What follows belongs to an exercise in optimizing a design on an open flow for small area, a short achievable clock period and few clock cycles per item; a production flow would make more cautious choices.
The RTL was checked by simulation tests, not by an equivalence proof against the original design.
No activity file was given, so power comes from the tool's default toggle rates.

Setup of v10:
// wtm32
module wtm32 (
  input  wire logic        clk,
  input  wire logic        arst_n,
  input  wire logic        in_valid,
  input  wire logic [31:0] in_a,
  input  wire logic [31:0] in_b,
  output logic             in_ready,
  output logic             out_valid,
  output logic [63:0]      out_product,
  input  wire logic        credit_ret
);
Size: ~2,600 cells after synthesis, about 130 I/O pins, about 0.029 sq mm of cells after synthesis.
export LEC_CHECK = 0
export CAP_MARGIN = 20
export CORE_MARGIN = 2
export CORE_UTILIZATION = 40
export SETUP_SLACK_MARGIN = 4.8
export SLEW_MARGIN = 20
export SYNTH_HIERARCHICAL = 1
export TNS_END_PERCENT = 0
create_clock -name core_clock -period 8.0 [get_ports {clk}]
standard.sh (not shown) runs the stock make flow with config.mk's settings and CLKGATE_MAP_FILE= SYNTH_SCRIPT=/design/flow/synth_recipe.tcl, a recipe that flattens the netlist after the stock synthesis.
==> flow/flow/run.sh <==
#!/bin/bash
# Own flow: the standard synthesis, then every combinational cell that
# synthesis sized above drive 1 is set back to drive 1 (hierarchical
# synthesis sizes each leaf module alone, without its real load), then
# the standard layout from floorplan to finish.  Timing repair in the
# layout steps upsizes again where a path needs it.  Every port still gets
# its own buffer, but a buf_1 rather than the default clkdlybuf4s50_1.
set -euo pipefail
bash standard.sh synth > synth_std.log 2>&1
R=orfs/results/${FLOW_PLATFORM}/wtm32/base
python3 flow/downsize.py "$R/1_2_yosys.v" > downsize.log 2>&1
rm -f "$R/1_synth.odb" "$R/1_synth.sdc"
export BUFFER_PORTS_ARGS="-buffer_cell sky130_fd_sc_hd__buf_1"
bash standard.sh > layout_std.log 2>&1
==> flow/flow/downsize.py <==
#!/usr/bin/env python3
"""Set combinational cells of a sky130hd netlist to drive strength 1.
Flip-flops, latches, buffers, clock cells and tie cells are left alone."""
import re, sys
path = sys.argv[1]
src = open(path).read()
KEEP = ('df', 'dl', 'sdf', 'edf', 'buf', 'clk', 'conb', 'tap', 'fill', 'decap', 'diode', 'dly', 'ha_', 'fa_')
import os
lib = os.path.join(os.environ.get('FLOW_HOME', '/OpenROAD-flow-scripts/flow'),
                   'platforms/sky130hd/lib/sky130_fd_sc_hd__tt_025C_1v80.lib')
cells = set(re.findall(r'cell \("sky130_fd_sc_hd__(\w+)"\)', open(lib).read()))
count = {}
def repl(m):
    base, size = m.group(1), m.group(2)
    name = base + '_' + size
    if size in ('0', '1') or name.startswith(KEEP) or (base + '_1') not in cells:
        return m.group(0)
    count[name] = count.get(name, 0) + 1
    return 'sky130_fd_sc_hd__' + base + '_1 '
out = re.sub(r'\bsky130_fd_sc_hd__([a-z0-9]+(?:_[a-z0-9]+)*?)_(\d+)\s', repl, src)
open(path, 'w').write(out)
for k, v in sorted(count.items()):
    print(k, '->', k.rsplit('_', 1)[0] + '_1', v)
v10 ended with every stage complete and zero timing, DRC or antenna violations.
Testbench counts of v10, summed over its fixed seeds: cycles 3,224, items 3,200.
Inputs modified between v10 and v17:
diff --git a/flow/config.mk b/flow/config.mk
--- a/flow/config.mk
+++ b/flow/config.mk
@@ -9,6 +9,7 @@
 export CORE_MARGIN = 2
-export CORE_UTILIZATION = 40
-export SETUP_SLACK_MARGIN = 4.8
+export CORE_UTILIZATION = 55
+export CTS_CLUSTER_DIAMETER = 80
+export CTS_CLUSTER_SIZE = 35
+export SETUP_SLACK_MARGIN = 4.5
 export SLEW_MARGIN = 20
 export SYNTH_HIERARCHICAL = 1
-export TNS_END_PERCENT = 0
### Flow results
The higher switching power of the nets came out of v10. Relative to v10, final routed wire length divided by cell count has decreased by 7.7% in v17. v17 | stages: all done | timing, DRC, antenna: all pass. Compared with v10, in v17 global routing usage on met2 shows an increase of 14 points; total power consumption of the routed design decreased by 13% relative to the old numbers.
Changes in v44 relative to v17:
diff --git a/flow/config.mk b/flow/config.mk
--- a/flow/config.mk
+++ b/flow/config.mk
@@ -10,4 +10,2 @@
 export CORE_UTILIZATION = 55
-export CTS_CLUSTER_DIAMETER = 80
-export CTS_CLUSTER_SIZE = 35
 export SETUP_SLACK_MARGIN = 4.5
--- outcome ---
No run among v44 and v17 stopped early or left any final violation; all are clean. On cell area, v44 and v17 are neck and neck. [compare] base=v17 new=v44: share of total power in combinational logic fell by 1.7 points; share of layout cells above drive strength 1 has increased; worst slack on hold paths went down 0.0074 ns. Going from v17 to v44, core utilization increased 0.16 points, shortest period the worst path allows increased 0.0032 ns. Compared with v17, length of routed wiring on met1 in v44 increased slightly. Against v17 as the reference, v44 delivers a higher number of buffers inserted during clock tree synthesis.
Edits applied to the flow inputs when going from v44 to v47:
diff --git a/flow/config.mk b/flow/config.mk
--- a/flow/config.mk
+++ b/flow/config.mk
@@ -10,4 +10,7 @@
 export CORE_UTILIZATION = 55
-export SETUP_SLACK_MARGIN = 4.5
+export CTS_CLUSTER_DIAMETER = 80
+export CTS_CLUSTER_SIZE = 35
+export SETUP_SLACK_MARGIN = 4.6
 export SLEW_MARGIN = 20
 export SYNTH_HIERARCHICAL = 1
+export TNS_END_PERCENT = 0
v47 vs v44, origin of the worst setup path: bq_one[5] vs a_q[25]
Compared with v44, in v47 die outline width saw little to no change, worst hold slack saw an increase, latest clock arrival within the worst-skew pair saw an increase, achievable frequency saw a decrease, data required time at the worst endpoint saw an increase.
Delta (v47 minus v44): power consumption decreased by 380 uW relative to the old numbers; multi-input combinational area share increased by 0.73 points relative to the old numbers; quantity of gates resized following cts decreased by 6 relative to the old numbers; total CTS buffers decreased by 14 relative to the old numbers.

Setup of cedar:
Starting RTL as in the previous note.
Design wtm32, start of the top module:
module wtm32 (
  input  wire logic        clk,
  input  wire logic        arst_n,
  input  wire logic        in_valid,
  input  wire logic [31:0] in_a,
  input  wire logic [31:0] in_b,
  output logic             in_ready,
  output logic             out_valid,
  output logic [63:0]      out_product,
  input  wire logic        credit_ret
);
  logic [2:0] credits, credits_nx;
  logic       ready;
  logic       accept;
  logic       v1, v2;
  assign in_ready = ready;
  assign accept   = in_valid & ready;
  always_comb begin
    case ({accept, credit_ret})
      2'b10:   credits_nx = credits - 3'd1;
      2'b01:   credits_nx = credits + 3'd1;
      default: credits_nx = credits;
    endcase
  end
  always_ff @(posedge clk or negedge arst_n) begin
    if (!arst_n) begin
      credits   <= 3'd4;
      ready     <= 1'b1;
      v1        <= 1'b0;
      v2        <= 1'b0;
      out_valid <= 1'b0;
    end else begin
      credits   <= credits_nx;
      ready     <= (credits_nx != 3'd0);
      v1        <= accept;
      v2        <= v1;
      out_valid <= v2;
    end
  end
  logic [31:0] a_q;
  logic [16:0] bd_one, bd_two, bd_neg, bq_one, bq_two, bq_neg, bq_pos;
  logic [34:0] bx;
  assign bx = {2'b0, in_b, 1'b0};
  for (genvar i = 0; i < 17; i++) begin : g_benc
    assign bd_one[i] = bx[2*i+1] ^ bx[2*i];
    assign bd_two[i] = (bx[2*i+2] & ~bx[2*i+1] & ~bx[2*i]) | (~bx[2*i+2] & bx[2*i+1] & bx[2*i]);
    assign bd_neg[i] = bx[2*i+2];
  end
  assign bq_pos = ~bq_neg;
  logic [170:0] cs_q, cs_d;
  logic [63:0] row_x, row_y, sum;
  logic pp1;
  logic pp3;
  logic pp5;
  logic pp7;
  logic pp9;
  logic pp11;
  logic pp13;
  logic pp15;
  logic pp17;
  logic pp19;
  logic pp21;
  logic pp23;
  logic pp25;
  logic pp27;
  logic pp29;
  logic pp31;
  logic pp33;
  logic pp35;
  logic pp37;
  logic pp39;
  logic pp41;
  logic pp43;
  logic pp45;
  logic pp47;
  logic pp49;
  logic pp51;
  logic pp53;
  ...
clock: 8.0 ns
lec_check: 0
cap_margin: 20
core_margin: 2
core_utilization: 40
setup_slack_margin: 4.6
slew_margin: 20
synth_hierarchical: 1
Scripts as last shown in full above: flow/flow/run.sh, flow/flow/downsize.py
Testbench counts of cedar, summed over its fixed seeds: cycles 3,224, items 3,200.
Edits applied to the flow inputs when going from cedar to pine:
# cedar
export LEC_CHECK = 0
export CAP_MARGIN = 20
export CORE_MARGIN = 2
export CORE_UTILIZATION = 40
export SETUP_SLACK_MARGIN = 4.6
export SLEW_MARGIN = 20
export SYNTH_HIERARCHICAL = 1
create_clock -name core_clock -period 8.0 [get_ports {clk}]
# pine
export LEC_CHECK = 0
export CAP_MARGIN = 20
export CORE_MARGIN = 2
export CORE_UTILIZATION = 40
export SETUP_SLACK_MARGIN = 4.4
export SLEW_MARGIN = 20
export SYNTH_HIERARCHICAL = 1
create_clock -name core_clock -period 8.0 [get_ports {clk}]
--- outcome ---
- Per the comparison of pine with cedar, depth of the most critical reg-to-reg path moved down, number of stages on the worst setup path moved down, actual transition at the worst max-transition pin moved up, longest individual stage delay on the worst path moved up, pre-CTS setup slack moved down.

Starting RTL as in the previous note.
Settings: LEC_CHECK=0, CAP_MARGIN=20, CORE_MARGIN=2, CORE_UTILIZATION=68, SETUP_SLACK_MARGIN=4.5, SLEW_MARGIN=20, SYNTH_HIERARCHICAL=1; clock period 8.0 ns.
Scripts as last shown in full above: flow/flow/run.sh, flow/flow/downsize.py
Testbench counts at the start, summed over its fixed seeds: cycles 3,224, items 3,200.
Rerun with:
- CTS_CLUSTER_DIAMETER: not set -> 80
- CTS_CLUSTER_SIZE: not set -> 35
What happened:
- non-clock buffer count is lower by 2
- synthesized area stays the same
- worst hold slack gets better by 0.0040 ns
- total power decreases by 2.6%
- fmax goes down by 0.32%
- cell count is lower by 0.98%
Rerun with:
- CORE_UTILIZATION: 68 -> 40
After rerunning: Routed wire length grows by 9.0%. Fmax grows by 0.46%. Utilization shrinks by 30 points. Sequential cell count does not change. Combinational power barely changes. Design area grows by about 3%. Setup slack gains 0.016 ns. Sequential power is about the same.

[port drivers added, routing unchanged]
The results above use ideal ports. As a check the final layouts listed here were re-extracted and re-timed, cells and wires unchanged.
Step 1 sets driving cells, clkbuf_16 on the clock port and buf_2 on the other inputs (assumed; they add their load-dependent delay and slew).
Step 2 also shifts input and output timing later by t, the mid clock arrival at the registers, as if the neighbouring blocks saw the same clock.
Slacks: ideal ports / drivers / drivers and shift; pairs: ideal ports / drivers.
| run | t, ns | setup slack, ns | clock arrival spread, ns | worst slew at a driven data input, ns | pins driven straight from the clock port |
|---|---|---|---|---|---|
| v10 | 0.635 | 4.605 / 4.605 / 4.605 | 0.035 / 0.035 | 0.05 | 1 |
| v17 | 0.657 | 4.497 / 4.497 / 4.497 | 0.037 / 0.037 | 0.04 | 1 |
| v44 | 0.619 | 4.494 / 4.494 / 4.494 | 0.017 / 0.017 | 0.04 | 1 |
| v47 | 0.661 | 4.426 / 4.426 / 4.426 | 0.033 / 0.033 | 0.04 | 1 |
| cedar | 0.643 | 4.575 / 4.575 / 4.575 | 0.037 / 0.037 | 0.05 | 1 |
| pine | 0.643 | 4.441 / 4.441 / 4.441 | 0.042 / 0.041 | 0.05 | 1 |
| the first run of note 3 | 0.631 | 4.468 / 4.468 / 4.468 | 0.025 / 0.025 | 0.04 | 1 |
| the second run of note 3 | 0.640 | 4.457 / 4.457 / 4.457 | 0.052 / 0.052 | 0.04 | 1 |
| the third run of note 3 | 0.671 | 4.473 / 4.473 / 4.473 | 0.034 / 0.034 | 0.05 | 1 |
After both steps every run listed still meets setup and hold.
